From an optimization exercise on the open Yosys and OpenROAD flow, aimed at a short achievable clock period and few clock cycles per item; shortcuts taken in it are not production practice.
Function was checked by simulation only, so behaviour that the tests miss may differ from the original.
The flow treats the clock pin as an ideal source, which a real chip does not have.
Power is estimated from default activity; no workload was simulated.

$ cat flow/config.mk
export PLATFORM = sky130hd
export DESIGN_NAME = cpu_top
export DESIGN_NICKNAME = cpu_top
export VERILOG_FILES = /design/flow/design.v
export SDC_FILE = /design/flow/constraint.sdc
export NUM_CORES = 4
export LEC_CHECK = 0
export ABC_CLOCK_PERIOD_IN_PS = 4000
export CAP_MARGIN = 20
export CORE_MARGIN = 2
export CORE_UTILIZATION = 45
export PLACE_DENSITY = 0.6
export SETUP_SLACK_MARGIN = 5
export SLEW_MARGIN = 20
export SYNTH_HIERARCHICAL = 1
export SYNTH_MEMORY_MAX_BITS = 8192
$ cat flow/standard.sh
#!/bin/bash
# synth_recipe.tcl (not shown) runs the flow's synth.tcl, then flattens the netlist and writes it again
# the make line also repeats each setting of config.mk as NAME=value (left out here)
make -C /OpenROAD-flow-scripts/flow DESIGN_CONFIG=/design/flow/config.mk WORK_HOME=/design/flow/orfs CLKGATE_MAP_FILE= SYNTH_SCRIPT=/design/flow/synth_recipe.tcl "${@:-finish}"
$ cat flow/flow/run.sh
#!/bin/bash
set -euo pipefail
bash standard.sh SETUP_SLACK_MARGIN=6 IO_CONSTRAINTS="$PWD/flow/io.tcl" finish > orfs_make.log 2>&1
$ cat flow/constraint.sdc
create_clock -name core_clock -period 11.0 [get_ports {clk}]
set_input_delay 2.2000 -clock core_clock [delete_from_list [all_inputs] [get_ports {clk}]]
set_output_delay 2.2000 -clock core_clock [all_outputs]
set_load 0.01 [all_outputs]
$ cat flow/flow/io.tcl
# keep the debug port pins (index in, data out) together on one edge, so the
# combinational path between them stays short
set dbg_pins {}
foreach p [list i_dbg_idx o_dbg_data] {
  foreach bt [[ord::get_db_block] getBTerms] {
    if {[string match "${p}\\\[*" [$bt getName]]} { lappend dbg_pins [$bt getName] }
  }
}
puts "dbg pins: $dbg_pins"
set_io_pin_constraint -pin_names $dbg_pins -region right:* -group
$ cat flow/design.v
package cpu_pkg;
	localparam int DATA_W    = 16;
	localparam int ADDR_W    = 8;
	localparam int REG_IDX_W = 3;
	localparam int FLAGS_W   = 3;
	localparam int IMM_W = DATA_W - 2 - 1 - 2 - REG_IDX_W;
	localparam int FLAG_Z = 2;
	localparam int FLAG_N = 1;
	localparam int FLAG_C = 0;
	typedef enum logic [1:0] {
		R_TYPE = 2'b00,
		I_TYPE = 2'b01,
		P_TYPE = 2'b10,
		J_TYPE = 2'b11
	} itype_t;
	typedef enum logic [1:0] {
		ADD = 2'b00,
		SUB = 2'b01,
		AND = 2'b10,
		XOR = 2'b11
	} alu_op_t;
	typedef struct packed {
		itype_t               itype;
		logic                 wb;
		alu_op_t              op;
		logic [REG_IDX_W-1:0] rd;
		logic [REG_IDX_W-1:0] rs;
		logic [IMM_W-REG_IDX_W-1:0] unused;
	} instr_reg_t;
	typedef struct packed {
		itype_t               itype;
		logic                 wb;
		alu_op_t              op;
		logic [REG_IDX_W-1:0] rd;
		logic [IMM_W-1:0]     imm;
	} instr_imm_t;
	typedef union packed {
		instr_reg_t r;
		instr_imm_t i;
	} instr_u;
endpackage
`timescale 1ns/1ps
import cpu_pkg::*;
module cpu_fsm (
	input  logic            reset,
	input  cpu_pkg::itype_t i_type,
	input  logic            i_wb,
	output logic            o_imm_sel,
	output logic            o_reg_wen,
	output logic            o_flags_en,
	output logic            o_mem_we,
	output logic            o_mem_to_reg,
	output logic            o_link_sel,
	output logic            o_pc_jump,
	output logic            o_retire
);
	always_comb
	begin
		o_imm_sel    = (i_type == I_TYPE);
		o_reg_wen    = 1'b0;
		o_flags_en   = 1'b0;
		o_mem_we     = 1'b0;
		o_mem_to_reg = 1'b0;
		o_link_sel   = 1'b0;
		o_pc_jump    = 1'b0;
		o_retire     = 1'b1;
		case (i_type)
			R_TYPE, I_TYPE:
			begin
				o_reg_wen  = i_wb;
				o_flags_en = 1'b1;
			end
			P_TYPE:
			begin
				o_mem_we     = i_wb;
				o_mem_to_reg = ~i_wb;
				o_reg_wen    = ~i_wb;
			end
			default:
			begin
				o_pc_jump  = 1'b1;
				o_link_sel = i_wb;
				o_reg_wen  = i_wb;
			end
		endcase
		if (reset)
		begin
			o_reg_wen  = 1'b0;
			o_flags_en = 1'b0;
			o_mem_we   = 1'b0;
			o_retire   = 1'b0;
		end
	end
endmodule
`timescale 1ns/1ps
import cpu_pkg::*;
module reg_file #(
	parameter int NUM_REGS = 8
) (
	input  logic                          clk,
	input  logic                          reset,
	input  logic                          i_wen,
	input  logic [cpu_pkg::REG_IDX_W-1:0] i_wr_idx,
	input  logic [cpu_pkg::DATA_W-1:0]    i_wr_data,
	input  logic [cpu_pkg::REG_IDX_W-1:0] i_rd_idx_a,
	input  logic [cpu_pkg::REG_IDX_W-1:0] i_rd_idx_b,
	input  logic [cpu_pkg::REG_IDX_W-1:0] i_dbg_idx,
	output logic [cpu_pkg::DATA_W-1:0]    o_rd_data_a,
	output logic [cpu_pkg::DATA_W-1:0]    o_rd_data_b,
	output logic [cpu_pkg::DATA_W-1:0]    o_dbg_data
);
	logic [DATA_W-1:0] regs [NUM_REGS];
	always_ff @(posedge clk)
	begin
		if (reset)
		begin
			for (int i = 0; i < NUM_REGS; i++)
				regs[i] <= '0;
		end
		else if (i_wen && (i_wr_idx < NUM_REGS))
			regs[i_wr_idx] <= i_wr_data;
	end
	assign o_rd_data_a = (i_rd_idx_a < NUM_REGS) ? regs[i_rd_idx_a] : '0;
	assign o_rd_data_b = (i_rd_idx_b < NUM_REGS) ? regs[i_rd_idx_b] : '0;
	dbg_regs #(
		.NUM_REGS (NUM_REGS)
	) u_dbg_regs (
		.clk        (clk),
		.reset      (reset),
		.i_wen      (i_wen),
		.i_wr_idx   (i_wr_idx),
		.i_wr_data  (i_wr_data),
		.i_dbg_idx  (i_dbg_idx),
		.o_dbg_data (o_dbg_data)
	);
endmodule
module dbg_regs #(
	parameter int NUM_REGS = 8
) (
	input  logic                          clk,
	input  logic                          reset,
	input  logic                          i_wen,
	input  logic [cpu_pkg::REG_IDX_W-1:0] i_wr_idx,
	input  logic [cpu_pkg::DATA_W-1:0]    i_wr_data,
	input  logic [cpu_pkg::REG_IDX_W-1:0] i_dbg_idx,
	output logic [cpu_pkg::DATA_W-1:0]    o_dbg_data
);
	localparam int W      = cpu_pkg::DATA_W;
	localparam int HALF_W = W / 2;
	logic [W-1:0]               copy [NUM_REGS];
	logic [W-1:0]               cur  [NUM_REGS];
	logic [NUM_REGS-1:0]        wr_sel_q;
	logic [W-1:0]               wr_data_q;
	logic [NUM_REGS-1:0]        sel_lo;
	logic [NUM_REGS-1:0]        sel_hi;
	logic [NUM_REGS*HALF_W-1:0] cur_lo;
	logic [NUM_REGS*HALF_W-1:0] cur_hi;
	always_ff @(posedge clk)
	begin
		if (reset)
			wr_sel_q <= '0;
		else
		begin
			for (int i = 0; i < NUM_REGS; i++)
				wr_sel_q[i] <= i_wen && (i_wr_idx == i);
		end
		wr_data_q <= i_wr_data;
	end
	always_comb
	begin
		for (int i = 0; i < NUM_REGS; i++)
			cur[i] = wr_sel_q[i] ? wr_data_q : copy[i];
	end
	always_ff @(posedge clk)
	begin
		if (reset)
		begin
			for (int i = 0; i < NUM_REGS; i++)
				copy[i] <= '0;
		end
		else
		begin
			for (int i = 0; i < NUM_REGS; i++)
				copy[i] <= cur[i];
		end
	end
	always_comb
	begin
		for (int i = 0; i < NUM_REGS; i++)
		begin
			cur_lo[i*HALF_W +: HALF_W] = cur[i][HALF_W-1:0];
			cur_hi[i*HALF_W +: HALF_W] = cur[i][W-1:HALF_W];
		end
	end
	onehot_dec #(
		.IDX_W (cpu_pkg::REG_IDX_W)
	) u_dec_lo (
		.i_idx (i_dbg_idx),
		.o_sel (sel_lo)
	);
	onehot_dec #(
		.IDX_W (cpu_pkg::REG_IDX_W)
	) u_dec_hi (
		.i_idx (i_dbg_idx),
		.o_sel (sel_hi)
	);
	onehot_mux #(
		.N (NUM_REGS),
		.W (HALF_W)
	) u_mux_lo (
		.i_sel  (sel_lo),
		.i_data (cur_lo),
		.o_data (o_dbg_data[HALF_W-1:0])
	);
	onehot_mux #(
		.N (NUM_REGS),
		.W (HALF_W)
	) u_mux_hi (
		.i_sel  (sel_hi),
		.i_data (cur_hi),
		.o_data (o_dbg_data[W-1:HALF_W])
	);
endmodule
module onehot_dec #(
	parameter int IDX_W = 3
) (
	input  logic [IDX_W-1:0]      i_idx,
	output logic [(1<<IDX_W)-1:0] o_sel
);
	always_comb
	begin
		for (int i = 0; i < (1 << IDX_W); i++)
			o_sel[i] = (i_idx == i);
	end
endmodule
module onehot_mux #(
	parameter int N = 8,
	parameter int W = 16
) (
	input  logic [N-1:0]   i_sel,
	input  logic [N*W-1:0] i_data,
	output logic [W-1:0]   o_data
);
	always_comb
	begin
		o_data = '0;
		for (int i = 0; i < N; i++)
			o_data = o_data | (i_data[i*W +: W] & {W{i_sel[i]}});
	end
endmodule
`timescale 1ns/1ps
import cpu_pkg::*;
module alu (
	input  logic                        clk,
	input  logic                        reset,
	input  cpu_pkg::alu_op_t            i_op,
	input  logic [cpu_pkg::DATA_W-1:0]  i_a,
	input  logic [cpu_pkg::DATA_W-1:0]  i_b,
	input  logic                        i_flags_en,
	output logic [cpu_pkg::DATA_W-1:0]  o_result,
	output logic [cpu_pkg::FLAGS_W-1:0] o_flags
);
	localparam int LEVELS = $clog2(DATA_W);
	logic              sub;
	logic [DATA_W-1:0] b_inv;
	logic [DATA_W-1:0] p0;
	logic [DATA_W-1:0] g0;
	logic [DATA_W-1:0] gp [LEVELS+1];
	logic [DATA_W-1:0] pp [LEVELS+1];
	logic [DATA_W:0]   carry;
	logic [DATA_W-1:0] sum;
	logic              zero_arith;
	logic [FLAGS_W-1:0] flags_d;
	assign sub   = (i_op == SUB);
	assign b_inv = i_b ^ {DATA_W{sub}};
	assign p0    = i_a ^ b_inv;
	assign g0    = i_a & b_inv;
	assign gp[0] = g0;
	assign pp[0] = p0;
	for (genvar k = 0; k < LEVELS; k++)
	begin : g_level
		for (genvar i = 0; i < DATA_W; i++)
		begin : g_bit
			if (i >= (1 << k))
			begin : g_merge
				assign gp[k+1][i] = gp[k][i] | (pp[k][i] & gp[k][i - (1 << k)]);
				assign pp[k+1][i] = pp[k][i] & pp[k][i - (1 << k)];
			end
			else
			begin : g_pass
				assign gp[k+1][i] = gp[k][i];
				assign pp[k+1][i] = pp[k][i];
			end
		end
	end
	assign carry[0] = sub;
	for (genvar i = 0; i < DATA_W; i++)
	begin : g_carry
		assign carry[i+1] = gp[LEVELS][i] | (pp[LEVELS][i] & sub);
	end
	assign sum = p0 ^ carry[DATA_W-1:0];
	assign zero_arith = (p0 == {i_a[DATA_W-2:0] | b_inv[DATA_W-2:0], sub});
	always_comb
	begin
		flags_d = '0;
		case (i_op)
			ADD, SUB:
			begin
				o_result        = sum;
				flags_d[FLAG_Z] = zero_arith;
				flags_d[FLAG_C] = carry[DATA_W] ^ sub;
			end
			AND:
			begin
				o_result        = i_a & i_b;
				flags_d[FLAG_Z] = ((i_a & i_b) == '0);
			end
			default:
			begin
				o_result        = i_a ^ i_b;
				flags_d[FLAG_Z] = (i_a == i_b);
			end
		endcase
		flags_d[FLAG_N] = o_result[DATA_W-1];
	end
	always_ff @(posedge clk)
	begin
		if (reset)
			o_flags <= '0;
		else if (i_flags_en)
			o_flags <= flags_d;
	end
endmodule
`timescale 1ns/1ps
module pc_unit (
	input  logic                       clk,
	input  logic                       reset,
	input  logic                       i_jump,
	input  logic [cpu_pkg::ADDR_W-1:0] i_target,
	output logic [cpu_pkg::ADDR_W-1:0] o_pc,
	output logic [cpu_pkg::ADDR_W-1:0] o_pc_plus1
);
	always_ff @(posedge clk)
	begin
		if (reset)
		begin
			o_pc       <= '0;
			o_pc_plus1 <= 8'd1;
		end
		else if (i_jump)
		begin
			o_pc       <= i_target;
			o_pc_plus1 <= i_target + 1'b1;
		end
		else
		begin
			o_pc       <= o_pc_plus1;
			o_pc_plus1 <= o_pc_plus1 + 1'b1;
		end
	end
endmodule
`timescale 1ns/1ps
import cpu_pkg::*;
module unified_mem #(
	parameter int MEM_DEPTH = 128
) (
	input  logic                       clk,
	input  logic [cpu_pkg::ADDR_W-1:0] i_f_addr,
	input  logic [cpu_pkg::ADDR_W-1:0] i_d_addr,
	input  logic                       i_we,
	input  logic [cpu_pkg::DATA_W-1:0] i_wr_data,
	input  logic                       i_load_en,
	input  logic [cpu_pkg::ADDR_W-1:0] i_load_addr,
	input  logic [cpu_pkg::DATA_W-1:0] i_load_data,
	output logic [cpu_pkg::DATA_W-1:0] o_f_data,
	output logic [cpu_pkg::DATA_W-1:0] o_d_data,
	output logic [cpu_pkg::DATA_W-1:0] o_word0
);
	localparam int IDX_W = $clog2(MEM_DEPTH);
	logic [DATA_W-1:0] mem [MEM_DEPTH];
	assign o_f_data = mem[i_f_addr[IDX_W-1:0]];
	assign o_d_data = mem[i_d_addr[IDX_W-1:0]];
	assign o_word0  = mem[0];
	always_ff @(posedge clk)
	begin
		if (i_load_en)
			mem[i_load_addr[IDX_W-1:0]] <= i_load_data;
		else if (i_we)
			mem[i_d_addr[IDX_W-1:0]] <= i_wr_data;
	end
endmodule
`timescale 1ns/1ps
import cpu_pkg::*;
module cpu_top #(
	parameter int MEM_DEPTH = 128,
	parameter int NUM_REGS  = 8
) (
	input  logic                          clk,
	input  logic                          reset,
	input  logic                          i_load_en,
	input  logic [cpu_pkg::ADDR_W-1:0]    i_load_addr,
	input  logic [cpu_pkg::DATA_W-1:0]    i_load_data,
	input  logic [cpu_pkg::REG_IDX_W-1:0] i_dbg_idx,
	output logic [cpu_pkg::DATA_W-1:0]    o_dbg_data,
	output logic [cpu_pkg::ADDR_W-1:0]    o_pc,
	output logic [cpu_pkg::FLAGS_W-1:0]   o_flags,
	output logic                          o_retire
);
	localparam int IDX_W = $clog2(MEM_DEPTH);
	cpu_pkg::instr_reg_t ir;
	logic [IMM_W-1:0] ir_imm;
	logic [DATA_W-1:0] f_data;
	logic [DATA_W-1:0] d_data;
	logic [DATA_W-1:0] word0;
	logic [DATA_W-1:0] rd_data;
	logic [DATA_W-1:0] rs_data;
	logic [DATA_W-1:0] alu_b;
	logic [DATA_W-1:0] alu_result;
	logic [DATA_W-1:0] wb_data;
	logic [ADDR_W-1:0] pc;
	logic [ADDR_W-1:0] pc_plus1;
	logic imm_sel;
	logic reg_wen;
	logic flags_en;
	logic mem_we;
	logic mem_to_reg;
	logic link_sel;
	logic pc_jump;
	logic fwd_store;
	assign fwd_store = mem_we && (rs_data[IDX_W-1:0] == pc_plus1[IDX_W-1:0]);
	always_ff @(posedge clk)
	begin
		if (reset)
		begin
			if (i_load_en && (i_load_addr[IDX_W-1:0] == '0))
				ir <= i_load_data;
			else
				ir <= word0;
		end
		else if (pc_jump)
			ir <= d_data;
		else if (fwd_store)
			ir <= rd_data;
		else
			ir <= f_data;
	end
	assign ir_imm = ir[IMM_W-1:0];
	assign alu_b = imm_sel ? {{(DATA_W-IMM_W){1'b0}}, ir_imm} : rs_data;
	always_comb
	begin
		if (link_sel)
			wb_data = {{(DATA_W-ADDR_W){1'b0}}, pc_plus1};
		else if (mem_to_reg)
			wb_data = d_data;
		else
			wb_data = alu_result;
	end
	assign o_pc = pc;
	cpu_fsm u_cpu_fsm (
		.reset        (reset),
		.i_type       (ir.itype),
		.i_wb         (ir.wb),
		.o_imm_sel    (imm_sel),
		.o_reg_wen    (reg_wen),
		.o_flags_en   (flags_en),
		.o_mem_we     (mem_we),
		.o_mem_to_reg (mem_to_reg),
		.o_link_sel   (link_sel),
		.o_pc_jump    (pc_jump),
		.o_retire     (o_retire)
	);
	reg_file #(
		.NUM_REGS (NUM_REGS)
	) u_reg_file (
		.clk         (clk),
		.reset       (reset),
		.i_wen       (reg_wen),
		.i_wr_idx    (ir.rd),
		.i_wr_data   (wb_data),
		.i_rd_idx_a  (ir.rd),
		.i_rd_idx_b  (ir.rs),
		.i_dbg_idx   (i_dbg_idx),
		.o_rd_data_a (rd_data),
		.o_rd_data_b (rs_data),
		.o_dbg_data  (o_dbg_data)
	);
	alu u_alu (
		.clk        (clk),
		.reset      (reset),
		.i_op       (ir.op),
		.i_a        (rd_data),
		.i_b        (alu_b),
		.i_flags_en (flags_en),
		.o_result   (alu_result),
		.o_flags    (o_flags)
	);
	pc_unit u_pc_unit (
		.clk        (clk),
		.reset      (reset),
		.i_jump     (pc_jump),
		.i_target   (rs_data[ADDR_W-1:0]),
		.o_pc       (pc),
		.o_pc_plus1 (pc_plus1)
	);
	unified_mem #(
		.MEM_DEPTH (MEM_DEPTH)
	) u_unified_mem (
		.clk         (clk),
		.i_f_addr    (pc_plus1),
		.i_d_addr    (rs_data[ADDR_W-1:0]),
		.i_we        (mem_we),
		.i_wr_data   (rd_data),
		.i_load_en   (i_load_en),
		.i_load_addr (i_load_addr),
		.i_load_data (i_load_data),
		.o_f_data    (f_data),
		.o_d_data    (d_data),
		.o_word0     (word0)
	);
endmodule
==> run_results.csv, run 1 <==
group,metric,value,unit
setup_path,critPathArrivalTime,3440,ps
setup_path,critical_path_class,"in -> out",
placed_design,dpl_cell_area,118000,µm²
yosys,synth_area_leaders,"edfxtp_1, mux4_2, dfxtp_1, mux2_2, mux4_1",
floorplanning,core_area,249000,µm²
setup_path,setup.worst_path.end_class,"output pin",
yosys,synth_top_area_cell,"edfxtp_1",
global_routing,grt.total_usage,27.6,%
placed_design,pre_cts_ws,3520,ps
finish,nNetsFinal,5935,
sta,rsz0062_at_grt,"true",
sta,setup_viol,0,
routing,route.detailed.drc,0,
routing,routed_via_density,6.76,
floorplanning,io_pins,58,
yosys,synth-async-reset-ratio,0,%
sta,fin_setup_tns,0,ps
sta,fmax,0.177,GHz
sta,worst_slack,5360,ps
sta,slew_headroom,11.9,%
finish,multi_input_area,43500,µm²
sta,maxSlewViolCount,0,
global_routing,grt-ovfl-total,0,
global_routing,grt_max_degree,133,
yosys,synth_area,113000,µm²
yosys,ys_seq_elements,2363,
global_routing,grt_pass1_vias,63700,
placed_design,portBuffers,56,
floorplanning,fp-row-count,183,
power,finalPower,41.4,mW
yosys,synth-edff-count,2176,
yosys,synth_commonest_cells,"edfxtp_1, mux4_2, clkbuf_1",
finish,final_area,131000,µm²
routing,wire_per_inst,38.2,µm
job,cap_violations,0,
setup_path,critPathLaunchType,"input port",
global_routing,antenna_found_initial,38,
yosys,synthCells,5550,
setup_path,critical_path_required,8800,ps
setup_path,crit_fanout,8,
yosys,yosysUniqueCellTypes,79,
sta,fin_crit_sh,51.3,%
routing,vias,63500,
setup_path,reg2regPathDepth,19,
sta,fin_skew,67.4,ps
floorplanning,die_width,505,µm
sta,worst_pin_slew,1320,ps
floorplanning,start_util,45.3,%
sta,min_period,5640,ps
yosys,synth_top_area_share,57.9,%
power,p_per_area,316,nW/µm²
clock_network,cts_buffers,274,
routing,firstDrtPassIters,5,
setup_path,cp_common_cell,"buf_4",
setup_path,path_cells,"buf_12 -> nor3b_1 -> buf_4 -> buf_4 -> a22oi_2 -> nand4_1 -> buf_2",
clock_network,clkTransAtPathRegs,50,ps
run_status,outcome,"finished clean",
min_path,whs_path_depth,2,
yosys,synthesis.nets,5631,
placed_design,dp_hpwl,201,mm
yosys,ys_seq_area_share,61.3,%
yosys,yosysWarnings,19,
clock_network,cts_tree,"built",
setup_path,cpMaxStageDelayCell,"nand4_1",
finish,seqCellArea,69100,µm²
finish,drive_gt1_share,46.1,%
yosys,ys.flop_type,"edfxtp_1",
clock_network,clock_latency,960,ps
clock_network,cts-root-buf,"clkbuf_16",
finish,final.fill_count,19300,
min_path,holdCritPathClass,"reg -> reg",
sta,hold_ws,479,ps
placed_design,gp_congestion,0.876,
routing,routed_wl,359,mm
power,vdd_drop_max,0.317,mV
yosys,avgSynthCellArea,20.3,µm²
clock_network,htree_levels,5,
routing,drt_iter0_drc,9093,
routing,ant_nets,0,
floorplanning,die_h,505,µm
yosys,synth_most_common_cell,"edfxtp_1",
power,power_leakage,41.2,nW
setup_path,crit_path_max_incr_delay,280,ps
clock_network,cts_buffer_depth,4,
sta,finalHoldViolCount,0,
global_routing,grt_pass1_wl,493,mm
clock_network,cts_sinks,2363,
finish,area_growth,16.2,%
floorplanning,dieArea,255000,µm²
-- critical path: cells and delay by family --
| family | cells | cell delay, ps |
|---|---|---|
| buffers and inverters | 4 | 660 |
| and+or+nand+nor | 2 | 410 |
| AOI/OAI and AO/OA | 1 | 160 |
-- cell usage in the layout, fill, tap and decap left out, drive strengths merged, types with 11 or more instances in the layout --
master,Yosys,routed
mux2i,34,34
diode,0,12
nand2b,13,14
xnor2,44,44
ha,51,51
nand3,28,28
o21bai,11,11
o311a,16,16
nor3,136,136
clkbuf,248,360
nor4,13,13
clkdlybuf4s50,0,34
nand2,61,61
o21ai,57,57
bufinv,0,19
edfxtp,2176,2176
a21oi,21,21
nand4,22,22
mux4,1408,1408
dfxtp,187,187
inv,46,57
buf,205,414
mux2,228,237
nor2,206,206
a31oi,17,17
nor2b,140,140
clkinv,16,108
a22oi,64,64
nor3b,13,13
-- stage by stage --
stage | instances | util (%)
2_1_floorplan | 5550 | -
4_1_cts | 9312 | 51.9
3_5_place_dp | 8699 | 47.4
3_3_place_gp | 8699 | 47.4
5_1_grt | 9376 | 52.6
6_report | 9386 | 52.6
-- layout make-up --
cell class / instances / area share [%]
Sequential cell: 2363 / 52.8
Multi-Input combinational cell: 2682 / 33.2
Clock buffer: 341 / 5.56
Timing Repair Buffer: 471 / 4.18
Tap cell: 3330 / 3.18
Clock inverter: 125 / 0.830
Inverter: 62 / 0.227
Antenna cell: 12 / 0.0229
-- modules after synthesis, one instance, submodules excluded, a selection --
module   cells inside  times used
pc_unit            63           1
alu               303           1
cpu_top           223           1
cpu_fsm            11           1
-- power breakdown --
group	switching, mW	internal, mW	leakage (nW)	total [mW]
logic	12.4	9.72	15.8	22.1
clock network	3.62	5.11	4.10	8.73
registers	0.254	10.2	21.3	10.5
total	16.3	25.1	41.2	41.4
-- what timing repair did --
item	CTS	global route
buffers inserted	108	40
gates cloned	39	20
hold buffers	0	0
gates resized for setup	336	181
pin swaps	51	95
setup endpoints to repair	3249	163
-- metal layers --
layer	global-route usage (%)	share of wire [%]
met1	38.3	39
met2	42.8	47
met3	6.88	10
met4	9.58	3.8
met5	0	0.036
-- state kept, by name (all words and copies together), names as in the netlist --
signal                           cells
u_reg_file.u_dbg_regs.wr_sel_q       8
ir                                  16
u_reg_file.u_dbg_regs.wr_data_q     16
u_reg_file.u_dbg_regs.copy         128
u_pc_unit.o_pc_plus1                 8
u_reg_file.regs                    128
u_pc_unit.o_pc                       8
u_alu.o_flags                        3
u_unified_mem.mem                 2048
-- cell families (layout without fill, tap and decap cells) --
logic type,count (synthesis),after routing,share of synthesized area (%)
AO/OA/AOI/OAI,224,224,1.40
XOR/XNOR,53,53,0.412
adder cells (fa/ha/maj),51,51,0.566
buffers and inverters,515,999,2.09
flip-flops,2363,2363,61.3
multiplexers,1670,1679,31.2
other,0,12,0
AND/OR/NAND/NOR,674,675,3.10
-- path summary, 6_finish.rpt --
path                                  startpoint               endpoint  slack, ps
worst max-delay path                i_dbg_idx[1]          o_dbg_data[3]       5360
worst max register to register             ir[5]  u_reg_file.regs[4][0]       5870
worst min-delay path            u_alu.o_flags[0]       u_alu.o_flags[0]        480
worst min register to register  u_alu.o_flags[0]       u_alu.o_flags[0]        480
Testbench counts, summed over its fixed seeds: cycles 12,800, instructions 12,800.
==> run 2, diff against run 1 <==
--- a/flow/design.v
+++ b/flow/design.v
@@ -148,29 +148,10 @@
 	localparam int W      = cpu_pkg::DATA_W;
 	localparam int HALF_W = W / 2;
 	logic [W-1:0]               copy [NUM_REGS];
-	logic [W-1:0]               cur  [NUM_REGS];
-	logic [NUM_REGS-1:0]        wr_sel_q;
-	logic [W-1:0]               wr_data_q;
 	logic [NUM_REGS-1:0]        sel_lo;
 	logic [NUM_REGS-1:0]        sel_hi;
-	logic [NUM_REGS*HALF_W-1:0] cur_lo;
-	logic [NUM_REGS*HALF_W-1:0] cur_hi;
-	always_ff @(posedge clk)
-	begin
-		if (reset)
-			wr_sel_q <= '0;
-		else
-		begin
-			for (int i = 0; i < NUM_REGS; i++)
-				wr_sel_q[i] <= i_wen && (i_wr_idx == i);
-		end
-		wr_data_q <= i_wr_data;
-	end
-	always_comb
-	begin
-		for (int i = 0; i < NUM_REGS; i++)
-			cur[i] = wr_sel_q[i] ? wr_data_q : copy[i];
-	end
+	logic [NUM_REGS*HALF_W-1:0] copy_lo;
+	logic [NUM_REGS*HALF_W-1:0] copy_hi;
 	always_ff @(posedge clk)
 	begin
 		if (reset)
@@ -178,18 +159,15 @@
 			for (int i = 0; i < NUM_REGS; i++)
 				copy[i] <= '0;
 		end
-		else
-		begin
-			for (int i = 0; i < NUM_REGS; i++)
-				copy[i] <= cur[i];
-		end
+		else if (i_wen && (i_wr_idx < NUM_REGS))
+			copy[i_wr_idx] <= i_wr_data;
 	end
 	always_comb
 	begin
 		for (int i = 0; i < NUM_REGS; i++)
 		begin
-			cur_lo[i*HALF_W +: HALF_W] = cur[i][HALF_W-1:0];
-			cur_hi[i*HALF_W +: HALF_W] = cur[i][W-1:HALF_W];
+			copy_lo[i*HALF_W +: HALF_W] = copy[i][HALF_W-1:0];
+			copy_hi[i*HALF_W +: HALF_W] = copy[i][W-1:HALF_W];
 		end
 	end
 	onehot_dec #(
@@ -209,7 +187,7 @@
 		.W (HALF_W)
 	) u_mux_lo (
 		.i_sel  (sel_lo),
-		.i_data (cur_lo),
+		.i_data (copy_lo),
 		.o_data (o_dbg_data[HALF_W-1:0])
 	);
 	onehot_mux #(
@@ -217,7 +195,7 @@
 		.W (HALF_W)
 	) u_mux_hi (
 		.i_sel  (sel_hi),
-		.i_data (cur_hi),
+		.i_data (copy_hi),
 		.o_data (o_dbg_data[W-1:HALF_W])
 	);
 endmodule
==> flow/flow/run.sh (replaced) <==
#!/bin/bash
set -euo pipefail
bash standard.sh SETUP_SLACK_MARGIN=6 IO_CONSTRAINTS="$PWD/flow/io.tcl" POST_CTS_TCL="$PWD/flow/post_cts.tcl" finish > orfs_make.log 2>&1
==> flow/flow/post_cts.tcl (new file) <==
# After CTS and its timing repair: size the cells on the worst paths greedily, then
# legalize the placement again; a few passes, since legalizing moves cells.
source [file join [file dirname [info script]] size_crit.tcl]
for { set pass 0 } { $pass < 4 } { incr pass } {
  log_cmd estimate_parasitics -placement
  size_critical 300
  detailed_placement
}
check_placement -verbose
estimate_parasitics -placement
report_worst_slack -max
report_checks -path_delay max -fields {fanout cap slew}
==> flow/flow/size_crit.tcl (new file) <==
# Greedy sizing of the cells on the worst setup paths: each cell on the worst path is tried
# in every drive strength of its family and kept in the one that gives the best worst slack.
# Registers keep their cell type (only the drive strength may change, as for any resizing).
proc crit_family_cells { master } {
  if { ![regexp {^(.*)_([0-9]+)$} $master -> base strength] } { return {} }
  set out {}
  foreach lc [get_lib_cells ${base}_*] {
    set n [get_name $lc]
    if { ![regexp "^[string map {. \\.} $base]_\[0-9\]+\$" $n] } { continue }
    set skip 0
    if { [info exists ::env(DONT_USE_CELLS)] } {
      foreach pat $::env(DONT_USE_CELLS) {
        if { [string match $pat $n] } { set skip 1 }
      }
    }
    if { !$skip } { lappend out $n }
  }
  return $out
}

proc crit_wns { } {
  return [get_property [lindex [find_timing_paths -path_delay max -group_path_count 1] 0] slack]
}

proc crit_ep_slack { ep } {
  return [get_property [lindex [find_timing_paths -path_delay max -to $ep] 0] slack]
}

proc size_critical { rounds } {
  set block [ord::get_db_block]
  for { set r 0 } { $r < $rounds } { incr r } {
    set start [crit_wns]
    set path [lindex [find_timing_paths -path_delay max -group_path_count 1] 0]
    set ep [get_property $path endpoint]
    set insts {}
    foreach pt [get_property $path points] {
      set pin [get_property $pt pin]
      set cell ""
      foreach c [get_cells -quiet -of_objects $pin] {
        if { [get_property $c liberty_cell] != "" } { set cell $c }
      }
      if { $cell == "" } { continue }
      set name [get_full_name $cell]
      # the clock tree is left as it is
      if { [string match "*clkbuf*" [get_name [get_property $cell liberty_cell]]] } { continue }
      if { [lsearch $insts $name] < 0 } { lappend insts $name }
    }
    set changed 0
    foreach name $insts {
      set inst [get_cells $name]
      set cur [get_name [get_property $inst liberty_cell]]
      set best $cur
      set best_ep [crit_ep_slack $ep]
      foreach cand [crit_family_cells $cur] {
        if { $cand == $cur } { continue }
        replace_cell $inst $cand
        set e [crit_ep_slack $ep]
        if { $e > $best_ep + 1e-4 && [crit_wns] >= $start - 1e-4 } {
          set best $cand
          set best_ep $e
        }
        replace_cell $inst $best
      }
      if { $best != $cur } {
        replace_cell $inst $best
        puts "  $name: $cur -> $best"
        incr changed
      }
    }
    puts "size_critical round $r: wns [format %.4f $start] -> [format %.4f [crit_wns]], $changed cells resized"
    if { $changed == 0 } { break }
  }
}
==> run_results.csv, run 2 <==
group,metric,value,unit
run_status,outcome,"finished clean",
setup_path,cpMaxStageDelayCell,"a22oi_4",
placed_design,gp_congestion,0.885,
yosys,ys_seq_elements,2339,
floorplanning,die_width,502,µm
yosys,yosysUniqueCellTypes,80,
yosys,synth_top_area_cell,"edfxtp_1",
yosys,avgSynthCellArea,20.6,µm²
setup_path,critPathLaunchType,"input port",
sta,rsz0062_at_grt,"true",
global_routing,grt_pass1_vias,62300,
min_path,holdCritPathClass,"reg -> reg",
global_routing,antenna_found_initial,33,
global_routing,grt_max_degree,137,
power,p_per_area,318,nW/µm²
power,intPower,24.9,mW
clock_network,clock_latency,900,ps
floorplanning,io_pins,58,
yosys,synthesis.nets,5504,
setup_path,crit_fanout,7,
placed_design,dp_hpwl,200,mm
global_routing,grt-ovfl-total,0,
floorplanning,die_h,502,µm
placed_design,pre_cts_ws,3780,ps
yosys,ys.flop_type,"edfxtp_1",
routing,vias,63100,
placed_design,portBuffers,56,
setup_path,path_delay_family,"buffers and inverters",
setup_path,path_cells,"buf_12 -> nor3b_4 -> buf_6 -> buf_6 -> buf_6 -> a22oi_4 -> nand4_2 -> buf_6",
floorplanning,fp-row-count,182,
sta,finalHoldViolCount,0,
finish,instances_no_fill,9198,
sta,fin_crit_sh,50.3,%
yosys,synth_commonest_cells,"edfxtp_1, mux4_2, nor2_1",
sta,slew_headroom,14.8,%
clock_network,cts_tree,"built",
sta,worst_slack,5470,ps
power,swShare,40.1,%
power,p_comb_share,55.1,%
routing,wire_per_inst,39.1,µm
routing,firstDrtPassIters,6,
setup_path,reg2regPathDepth,18,
sta,setup_viol,0,
yosys,synthCells,5423,
sta,maxSlewViolCount,0,
floorplanning,core_area,246000,µm²
global_routing,grt.total_usage,28.1,%
routing,routed_via_density,6.86,
yosys,yosysWarnings,17,
global_routing,grt_pass1_wl,491,mm
setup_path,critPathArrivalTime,3330,ps
finish,final_common_cell,"edfxtp_1",
clock_network,cts_sinks,2339,
setup_path,cp_num_buf_inv,5,
finish,largest_reg_flops,2048,
sta,fmax,0.181,GHz
sta,worst_pin_slew,1280,ps
floorplanning,dieArea,252000,µm²
finish,nNetsFinal,5748,
clock_network,clkTransAtPathRegs,60,ps
routing,drt_iter0_drc,8819,
power,power_leakage,40.8,nW
yosys,synth-edff-count,2304,
sta,fin_setup_tns,0,ps
routing,routed_wl,359,mm
sta,fin_skew,34.7,ps
power,p_switching,16.6,mW
placed_design,placed_cells,8538,
setup_path,setup.worst_path.end_class,"output pin",
min_path,whs_path_depth,2,
yosys,synth_top_area_share,61.9,%
power,vdd_drop_max,0.270,mV
job,cap_violations,0,
yosys,synth_area,112000,µm²
finish,drive_gt1_share,45.7,%
setup_path,crit_path_max_incr_delay,190,ps
sta,min_period,5530,ps
yosys,synth_most_common_cell,"edfxtp_1",
yosys,synth_area_leaders,"edfxtp_1, mux4_2, mux4_1, nor2_1, mux2_2",
floorplanning,start_util,45.4,%
setup_path,critical_path_required,8800,ps
yosys,ys_seq_area_share,62.5,%
finish,area_growth,17.0,%
sta,hold_ws,519,ps
routing,ant_nets,0,
power,p_clk_share,19.6,%
yosys,synth-async-reset-ratio,0,%
finish,final_cell_mix,"edfxtp_1, mux4_2, clkbuf_16, buf_4, nor2_1",
setup_path,worstSetupPathDepth,8,
setup_path,cp_common_cell,"buf_6",
routing,route.detailed.drc,0,
setup_path,critical_path_class,"in -> out",
power,power_frac_seq,25.2,%
run 2: changes by cell type in the layout (fill, tap and decap cells not counted), moves of 24 or more:
cell / delta
mux2_2: -52
nor3_1: -27
clkbuf_16: -44
buf_12: +24
nor2_1: +95
edfxtp_1: +128
dfxtp_1: -152
nor2b_1: -127
buf_4: -70
mux2_4: -82
nor2_4: +32
run 2: cell families (layout without fill, tap and decap cells):
group                      after synthesis  in the layout  share of synthesized area (%)
buffers and inverters                  511            952                           2.02
xor gates and xnor gates                54             54                          0.423
adders and majority gates               51             51                          0.571
DFF                                   2339           2339                           62.5
other                                    0             14                              0
and+or+nand+nor                        690            690                           3.10
muxes                                 1542           1550                           29.9
AOI/OAI and AO/OA                      236            236                           1.50
run 2: modules after synthesis (local to each module, per instance), a selection:
module,cells inside,copies in the design
pc_unit,63,1
cpu_fsm,11,1
alu,300,1
cpu_top,223,1
run 2: through the flow:
stage / util (%) / area [µm²] / power (mW)
6_report: 53.1 / 131000 / 41.5
5_1_grt: 53.1 / 131000 / 42.6
3_5_place_dp: 47.5 / 117000 / 29.4
3_3_place_gp: 47.5 / 117000 / 29.4
2_1_floorplan: - / 112000 / 22.8
run 2: tightest hold or removal path: cells and delay by family (launching register included):
family | cells | cell delay (ps)
DFF | 1 | 330
buffers and inverters | 1 | 60
AOI/OAI and AO/OA | 1 | 80
run 2: area by class of cell:
| class | count | area [µm²] |
|---|---|---|
| Timing Repair Buffer | 446 | 5910 |
| Tap cell | 3312 | 4140 |
| Antenna cell | 14 | 35.0 |
| Clock inverter | 154 | 1490 |
| Inverter | 62 | 332 |
| Clock buffer | 290 | 6240 |
| Sequential cell | 2339 | 69900 |
| Fill cell | 18900 | 116000 |
| Multi-Input combinational cell | 2581 | 42700 |
run 2: path summary, 6_finish.rpt:
path,start,to,slack [ps]
worst max-delay path,i_dbg_idx[2],o_dbg_data[2],5470
worst min-delay path,u_alu.o_flags[0],u_alu.o_flags[0],520
worst max register to register,ir[5],u_reg_file.u_dbg_regs.copy[1][13],5740
worst min register to register,u_alu.o_flags[0],u_alu.o_flags[0],520
run 2: power groups by stage:
stage                     sequential [mW]  combinational [mW]  clock (mW)
after floorplan                      10.5                12.3           0
after global placement               10.6                18.7           0
after detailed placement             10.7                18.8           0
after global routing                 10.5                23.5        8.56
final                                10.5                22.9        8.16
run 2: routing by layer:
| metal | vias to the layer above | track usage (%) | share of wire [%] |
|---|---|---|---|
| li1 | 24200 | - | - |
| met1 | 34700 | 39.7 | 39 |
| met2 | 3533 | 43.9 | 47 |
| met3 | 598 | 5.70 | 10 |
| met4 | 8 | 9.69 | 3.7 |
| met5 | - | 0 | 0.015 |
Testbench counts of run 2, summed over its fixed seeds: cycles 12,800, instructions 12,800.

afterwards: timing with drivers on the ports:
Ports are ideal in the flow. The routed layouts listed here were re-timed in OpenROAD.
Step 1: set_driving_cell puts a clkbuf_16 on clk and a buf_2 on each other input, an assumption about the parent block.
Step 2 adds t to the input delays and takes it off the output delays; t is the mean of the earliest and latest rising clock arrival at the registers after step 1. Input paths then give back, and output paths get back, about the clock's delay inside the block.
Three values: no drivers, after step 1, after step 2; two values: the first two.
run | t (ns) | setup WS [ns] | worst slew at a driven data input, ns
run 1 | 1.041 | 5.361 / 5.246 / 5.010 | 0.18
run 2 | 0.973 | 5.471 / 5.369 / 4.926 | 0.20
After both steps setup and hold are still met in every run listed. The setup slack of run 2, which loses most, moves by -0.102 ns with the drivers and by -0.545 ns with both steps.
